Background: an optimization exercise with open tools, aiming at small area and a short achievable clock period. Do not read the settings as production practice. Function was checked by simulation only, so behaviour that the tests miss may differ from the original. Power is estimated from default activity; no workload was simulated.

==> inputs of xenon <==
==> flow/design.v <==
module trace_capture #(
  parameter  int DEPTH  = 32,
  parameter  int DROP_W = 16,
  localparam int AW     = $clog2(DEPTH),
  localparam int LVL_W  = AW + 1
) (
  input  logic              clk_in,
  input  logic              reset,
  input  logic              cap_en,
  input  logic [31:0]       pc,
  input  logic [31:0]       inst,
  input  logic              rf_we,
  input  logic [4:0]        rf_waddr,
  input  logic [31:0]       rf_wdata,
  output logic              m_valid,
  input  logic              m_ready,
  output logic [31:0]       m_data,
  output logic              m_last,
  output logic [LVL_W-1:0]  level,
  output logic [DROP_W-1:0] drop_cnt
);
  logic [101:0]      mem_q [0:DEPTH-1];
  logic [DEPTH-1:0]  wr_oh_q;               
  logic [DEPTH-1:0]  wr_nh_q;               
  logic [AW-1:0]     cnt_q;                 
  logic              mnz_q;                 
  logic              full_q;                
  logic [DROP_W-1:0] drop_q;                
  logic              drop_inc;
  logic              busy_q;                
  logic              s0_q, s1_q, s2_q, s3_q;
  logic [31:0]       m_data_q;
  logic [31:0]       r_inst_q;
  logic              r_we_q;
  logic [4:0]        r_waddr_q;
  logic [31:0]       r_wdata_q;
  logic [101:0] rec_in;
  logic [101:0] head;
  logic pop, start, load_m, bypass, push_ok, push_m, drop, adv;
  assign rec_in = {pc, inst, rf_we, rf_waddr, rf_wdata};
  localparam int NRD = 2;
  logic [DEPTH-1:0] rd_cp_q [NRD];
  always_comb begin
    head = '0;
    for (int i = 0; i < DEPTH; i++)
      for (int b = 0; b < 102; b++)
        head[b] = head[b] | (mem_q[i][b] & rd_cp_q[(b * NRD) / 102][i]);
  end
  assign pop     = s3_q & m_ready;
  assign start   = !busy_q & mnz_q;
  assign load_m  = start | (pop & mnz_q);
  assign bypass  = pop & !mnz_q & cap_en;
  assign push_ok = cap_en & (!full_q | pop);
  assign push_m  = push_ok & !bypass;
  assign drop    = cap_en & full_q & !pop;
  assign adv     = m_ready & (s0_q | s1_q | s2_q);
  assign drop_inc = drop & (drop_q != '1);
  logic [AW-1:0] cnt_d;
  logic          busy_d;
  assign cnt_d  = (push_m && !load_m) ? cnt_q + AW'(1) : (load_m && !push_m) ? cnt_q - AW'(1) : cnt_q;
  assign busy_d = (load_m || bypass) ? 1'b1 : pop ? 1'b0 : busy_q;
  always_ff @(posedge clk_in) begin
    for (int i = 0; i < DEPTH; i++)
      mem_q[i] <= (rec_in & {102{wr_oh_q[i]}}) | (mem_q[i] & {102{wr_nh_q[i]}});
  end
  always_ff @(posedge clk_in or negedge reset) begin
    if (!reset) begin
      wr_oh_q <= DEPTH'(1);
      wr_nh_q <= {{(DEPTH-1){1'b1}}, 1'b0};
      for (int c = 0; c < NRD; c++) rd_cp_q[c] <= DEPTH'(1);
      cnt_q   <= '0;
      mnz_q   <= 1'b0;
      full_q  <= 1'b0;
      drop_q  <= '0;
      busy_q  <= 1'b0;
      s0_q    <= 1'b0;
      s1_q    <= 1'b0;
      s2_q    <= 1'b0;
      s3_q    <= 1'b0;
    end else begin
      if (push_m) wr_oh_q <= {wr_oh_q[DEPTH-2:0], wr_oh_q[DEPTH-1]};
      if (push_m) wr_nh_q <= {wr_nh_q[DEPTH-2:0], wr_nh_q[DEPTH-1]};
      if (load_m)
        for (int c = 0; c < NRD; c++) rd_cp_q[c] <= {rd_cp_q[c][DEPTH-2:0], rd_cp_q[c][DEPTH-1]};
      cnt_q  <= cnt_d;
      if (push_m && !load_m)      mnz_q <= 1'b1;
      else if (load_m && !push_m) mnz_q <= (cnt_q > AW'(1));
      full_q <= busy_d && (cnt_d == AW'(DEPTH - 1));
      if (drop_inc) drop_q <= drop_q + DROP_W'(1);
      busy_q <= busy_d;
      if (load_m || bypass) begin
        s0_q <= 1'b1; s1_q <= 1'b0; s2_q <= 1'b0; s3_q <= 1'b0;
      end else if (pop) begin
        s0_q <= 1'b0; s1_q <= 1'b0; s2_q <= 1'b0; s3_q <= 1'b0;
      end else if (adv) begin
        s0_q <= 1'b0; s1_q <= s0_q; s2_q <= s1_q; s3_q <= s2_q;
      end
    end
  end
  logic hold_d, hold_r, sel_r1, sel_r2, sel_r3;
  assign sel_r1 = m_ready & s0_q;
  assign sel_r2 = m_ready & s1_q;
  assign sel_r3 = m_ready & s2_q;
  assign hold_d = !(load_m | bypass | sel_r1 | sel_r2 | sel_r3);
  assign hold_r = !(load_m | bypass);
  always_ff @(posedge clk_in) begin
    m_data_q <= ({32{load_m}} & head[101:70])
              | ({32{bypass}} & pc)
              | ({32{sel_r1}} & r_inst_q)
              | ({32{sel_r2}} & {r_we_q, 26'b0, r_waddr_q})
              | ({32{sel_r3}} & r_wdata_q)
              | ({32{hold_d}} & m_data_q);
    r_inst_q  <= ({32{load_m}} & head[69:38]) | ({32{bypass}} & inst)     | ({32{hold_r}} & r_inst_q);
    r_we_q    <= (load_m & head[37])             | (bypass & rf_we)            | (hold_r & r_we_q);
    r_waddr_q <= ({5{load_m}} & head[36:32])     | ({5{bypass}} & rf_waddr)    | ({5{hold_r}} & r_waddr_q);
    r_wdata_q <= ({32{load_m}} & head[31:0])     | ({32{bypass}} & rf_wdata)   | ({32{hold_r}} & r_wdata_q);
  end
  logic             busy_o_q, s3_o_q;
  logic [LVL_W-1:0] level_o_q;
  logic [DROP_W-1:0] drop_o_q;
  always_ff @(posedge clk_in or negedge reset) begin
    if (!reset) begin
      busy_o_q  <= 1'b0;
      s3_o_q    <= 1'b0;
      level_o_q <= '0;
      drop_o_q  <= '0;
    end else begin
      busy_o_q  <= busy_o_q ? !(pop && !mnz_q && !cap_en) : mnz_q;
      s3_o_q    <= s3_o_q ? !m_ready : (s2_q && m_ready);
      level_o_q <= LVL_W'(cnt_d) + LVL_W'(busy_d);
      drop_o_q  <= drop_q + DROP_W'(drop_inc);
    end
  end
  assign m_valid  = busy_o_q;
  assign m_last   = s3_o_q;
  assign m_data   = m_data_q;
  assign level    = level_o_q;
  assign drop_cnt = drop_o_q;
endmodule
==> flow/run.sh <==
#!/bin/bash
# synth_recipe.tcl (not shown) runs the flow's synth.tcl, then flattens the netlist and writes it again
# the make line also repeats each setting of config.mk as NAME=value (left out here)
make -C /OpenROAD-flow-scripts/flow DESIGN_CONFIG=/design/flow/config.mk WORK_HOME=/design/flow/orfs CLKGATE_MAP_FILE= SYNTH_SCRIPT=/design/flow/synth_recipe.tcl finish
==> flow/config.mk <==
export PLATFORM = sky130hd
export DESIGN_NAME = trace_capture
export DESIGN_NICKNAME = trace_capture
export VERILOG_FILES = /design/flow/design.v
export SDC_FILE = /design/flow/constraint.sdc
export NUM_CORES = 4
export LEC_CHECK = 0
export CAP_MARGIN = 20
export CORE_MARGIN = 2
export CORE_UTILIZATION = 45
export CTS_CLUSTER_DIAMETER = 80
export CTS_CLUSTER_SIZE = 25
export PLACE_DENSITY = 0.55
export SETUP_SLACK_MARGIN = 3.6
export SLEW_MARGIN = 20
==> flow/constraint.sdc <==
create_clock -name core_clock -period 6.0 [get_ports {clk_in}]
set_input_delay 1.2000 -clock core_clock [delete_from_list [all_inputs] [get_ports {clk_in}]]
set_output_delay 1.2000 -clock core_clock [all_outputs]
set_load 0.01 [all_outputs]
==> inputs of raven, as changes to xenon <==
==> flow/flow/run.sh (new file) <==
#!/bin/bash
# Standard layout, with one extra step after global placement: the registers that drive output
# ports are moved next to their port buffers (flow/move_out.tcl) before resizing, detailed
# placement, CTS and routing, which then run as the standard flow runs them.
set -euo pipefail
WORK=$(pwd)
RES=$WORK/orfs/results/$FLOW_PLATFORM/trace_capture/base
bash standard.sh "$RES/3_3_place_gp.odb" > "$WORK/flow_1_to_global_place.log" 2>&1
MOVE_ODB="$RES/3_3_place_gp.odb" openroad -no_init -exit "$WORK/flow/move_out.tcl" > "$WORK/flow_2_move_out.log" 2>&1
bash standard.sh > "$WORK/flow_3_finish.log" 2>&1
test -f "$WORK/out/final.def"
==> flow/flow/move_out.tcl (new file) <==
# Moves each register that drives an output port's buffer (except the m_data registers,
# whose next-state logic sits with the read multiplexer), and the other cells its output feeds
# (its own hold or next-state gate), next to that buffer, so the register-to-port wire is short.
# Runs on the global placement (before resizing and detailed placement legalise it).
set db_file $::env(MOVE_ODB)
read_db $db_file
set block [ord::get_db_block]
set moved 0
foreach bterm [$block getBTerms] {
  if {[$bterm getIoType] != "OUTPUT"} { continue }
  set net [$bterm getNet]
  set buf ""
  foreach it [$net getITerms] {
    if {[$it isOutputSignal]} { set buf [$it getInst] }
  }
  if {$buf == ""} { continue }
  set innet ""
  foreach it [$buf getITerms] {
    if {[$it isInputSignal]} { set innet [$it getNet] }
  }
  if {$innet == ""} { continue }
  set reg ""
  foreach it [$innet getITerms] {
    if {[$it isOutputSignal]} { set reg [$it getInst] }
  }
  if {$reg == ""} { continue }
  set mname [[$reg getMaster] getName]
  if {![string match "*__df*" $mname]} { continue }
  if {[string match "m_data*" [$bterm getName]]} { continue }
  lassign [$buf getLocation] bx by
  set die [$block getDieArea]
  # Step a few um from the buffer towards the die centre.
  set cx [expr {([$die xMin] + [$die xMax]) / 2}]
  set cy [expr {([$die yMin] + [$die yMax]) / 2}]
  set dx [expr {$cx > $bx ? 4000 : -4000}]
  set dy [expr {$cy > $by ? 4000 : -4000}]
  $reg setLocation [expr {$bx + $dx}] [expr {$by + $dy}]
  $reg setPlacementStatus PLACED
  incr moved
  puts "moved [$reg getName] ($mname) next to [$buf getName] for [$bterm getName]"
  # The register's other loads (its own feedback gates) go with it.
  foreach it [$innet getITerms] {
    set inst [$it getInst]
    if {$inst == $buf || $inst == $reg} { continue }
    if {![$it isInputSignal]} { continue }
    set lm [[$inst getMaster] getName]
    if {[string match "*__df*" $lm]} { continue }
    $inst setLocation [expr {$bx + 2*$dx}] [expr {$by + 2*$dy}]
    $inst setPlacementStatus PLACED
    puts "  moved load [$inst getName] ($lm)"
  }
}
puts "moved $moved registers"
write_db $db_file
==> flow/standard.sh (new file) <==
#!/bin/bash
# synth_recipe.tcl (not shown) runs the flow's synth.tcl, then flattens the netlist and writes it again
# the make line also repeats each setting of config.mk as NAME=value (left out here)
make -C /OpenROAD-flow-scripts/flow DESIGN_CONFIG=/design/flow/config.mk WORK_HOME=/design/flow/orfs CLKGATE_MAP_FILE= SYNTH_SCRIPT=/design/flow/synth_recipe.tcl "${@:-finish}"
removed: flow/run.sh
==> inputs of juniper, as changes to xenon <==
==> flow/flow/run.sh (new file) <==
#!/bin/bash
# Standard layout, with one extra step after global placement: the registers that drive output
# ports are moved next to their port buffers (flow/move_out.tcl) before resizing, detailed
# placement, CTS and routing, which then run as the standard flow runs them.
set -euo pipefail
WORK=$(pwd)
RES=$WORK/orfs/results/$FLOW_PLATFORM/trace_capture/base
bash standard.sh "$RES/3_3_place_gp.odb" > "$WORK/flow_1_to_global_place.log" 2>&1
MOVE_ODB="$RES/3_3_place_gp.odb" openroad -no_init -exit "$WORK/flow/move_out.tcl" > "$WORK/flow_2_move_out.log" 2>&1
bash standard.sh > "$WORK/flow_3_finish.log" 2>&1
test -f "$WORK/out/final.def"
==> flow/flow/move_out.tcl (new file) <==
# Moves each register that drives an output port's buffer (except the m_data registers,
# whose next-state logic sits with the read multiplexer), and the other cells its output feeds
# (its own hold or next-state gate), next to that buffer, so the register-to-port wire is short.
# Runs on the global placement (before resizing and detailed placement legalise it).
set db_file $::env(MOVE_ODB)
read_db $db_file
set block [ord::get_db_block]
set moved 0
foreach bterm [$block getBTerms] {
  if {[$bterm getIoType] != "OUTPUT"} { continue }
  set net [$bterm getNet]
  set buf ""
  foreach it [$net getITerms] {
    if {[$it isOutputSignal]} { set buf [$it getInst] }
  }
  if {$buf == ""} { continue }
  set innet ""
  foreach it [$buf getITerms] {
    if {[$it isInputSignal]} { set innet [$it getNet] }
  }
  if {$innet == ""} { continue }
  set reg ""
  foreach it [$innet getITerms] {
    if {[$it isOutputSignal]} { set reg [$it getInst] }
  }
  if {$reg == ""} { continue }
  set mname [[$reg getMaster] getName]
  if {![string match "*__df*" $mname]} { continue }
  if {[string match "m_data*" [$bterm getName]]} { continue }
  lassign [$buf getLocation] bx by
  set die [$block getDieArea]
  # Step a few um from the buffer towards the die centre.
  set cx [expr {([$die xMin] + [$die xMax]) / 2}]
  set cy [expr {([$die yMin] + [$die yMax]) / 2}]
  set dx [expr {$cx > $bx ? 4000 : -4000}]
  set dy [expr {$cy > $by ? 4000 : -4000}]
  $reg setLocation [expr {$bx + $dx}] [expr {$by + $dy}]
  $reg setPlacementStatus PLACED
  incr moved
  puts "moved [$reg getName] ($mname) next to [$buf getName] for [$bterm getName]"
  # The register's other loads (its own feedback gates) go with it.
  foreach it [$innet getITerms] {
    set inst [$it getInst]
    if {$inst == $buf || $inst == $reg} { continue }
    if {![$it isInputSignal]} { continue }
    set lm [[$inst getMaster] getName]
    if {[string match "*__df*" $lm]} { continue }
    $inst setLocation [expr {$bx + 2*$dx}] [expr {$by + 2*$dy}]
    $inst setPlacementStatus PLACED
    puts "  moved load [$inst getName] ($lm)"
  }
}
puts "moved $moved registers"
write_db $db_file
==> flow/standard.sh (new file) <==
#!/bin/bash
# synth_recipe.tcl (not shown) runs the flow's synth.tcl, then flattens the netlist and writes it again
# the make line also repeats each setting of config.mk as NAME=value (left out here)
make -C /OpenROAD-flow-scripts/flow DESIGN_CONFIG=/design/flow/config.mk WORK_HOME=/design/flow/orfs CLKGATE_MAP_FILE= SYNTH_SCRIPT=/design/flow/synth_recipe.tcl "${@:-finish}"
CAP_MARGIN = 10   (was 20)
SETUP_SLACK_MARGIN = 3.45   (was 3.6)
SLEW_MARGIN = 10   (was 20)
removed: flow/run.sh
==> comparison <==
- raven produced a clean layout. juniper went through all stages and came out clean. xenon finished with timing, DRC and antenna clean.
- The highest sequential share of layout area belongs to juniper, the lowest to xenon.
- In register-to-register slack, raven and xenon hardly differ.
- In xenon the wire length is higher than in raven, by about 0.36%.
- In flip-flop and latch count, raven and xenon do not differ.
- In raven the first-iteration DRC count is higher than in juniper, by 5.4%.
- Final cell count is about the same in raven and juniper.
==> figures <==
                                                                  juniper         raven        xenon
Run status                               no timing/DRC/antenna violations  no timing/DRC/antenna violations  no timing/DRC/antenna violations
Net Sw Frac                                                        0.2533        0.2518       0.2533
CP endpoint                                                    m_data[31]    m_data[31]  drop_cnt[3]
Actual transition at the worst max-transition pin                1.353 ns      1.444 ns     1.394 ns
Multi-input combinational area share                               0.3591        0.3575       0.3563
Seq pwr                                                          0.0238 W      0.0238 W     0.0239 W
Upper clock frequency limit                                     363.9 MHz     365.3 MHz    363.0 MHz
Remaining max-slew budget at the tightest pin                     0.08861       0.03743      0.07066
ClkCell Share                                                     0.04018       0.03771      0.03905
Min setup slack post-route                                       3.252 ns      3.263 ns     3.245 ns
Total of fill cells in the finished design                          24650         24390        24470
Multi-input gate area in the final layout                       49160 um2     49130 um2    49110 um2
Half-perimeter wire length of the detailed placement result     314700 um     318700 um    318700 um
CP Launch Point                                              m_data_q[31]  m_data_q[31]  drop_o_q[3]

## what the ideal ports hide
No port has a modelled driver above. Below, the same layouts with a new extraction and two added sets of constraints. Step 1 assumes that a clkbuf_16 drives the clock port and a buf_2 every other input. Step 2 moves the port delays by t, midway between the first and last clock arrival at a register: inputs arrive t later, outputs are due t later. That takes back most of the time a late clock gives input paths. Slacks: ideal / step 1 / step 2; pairs: ideal / step 1.
run | t, ns | setup WS [ns] | pins driven straight from the clock port
xenon | 1.030 | 3.245 / 3.139 / 2.742 | 1
raven | 1.032 | 3.263 / 3.153 / 2.692 | 1
juniper | 1.016 | 3.252 / 3.150 / 2.298 | 1
After both steps every run listed still meets setup and hold. For juniper, which loses most, drivers alone change the setup slack by -0.102 ns; drivers and shift together by -0.954 ns.
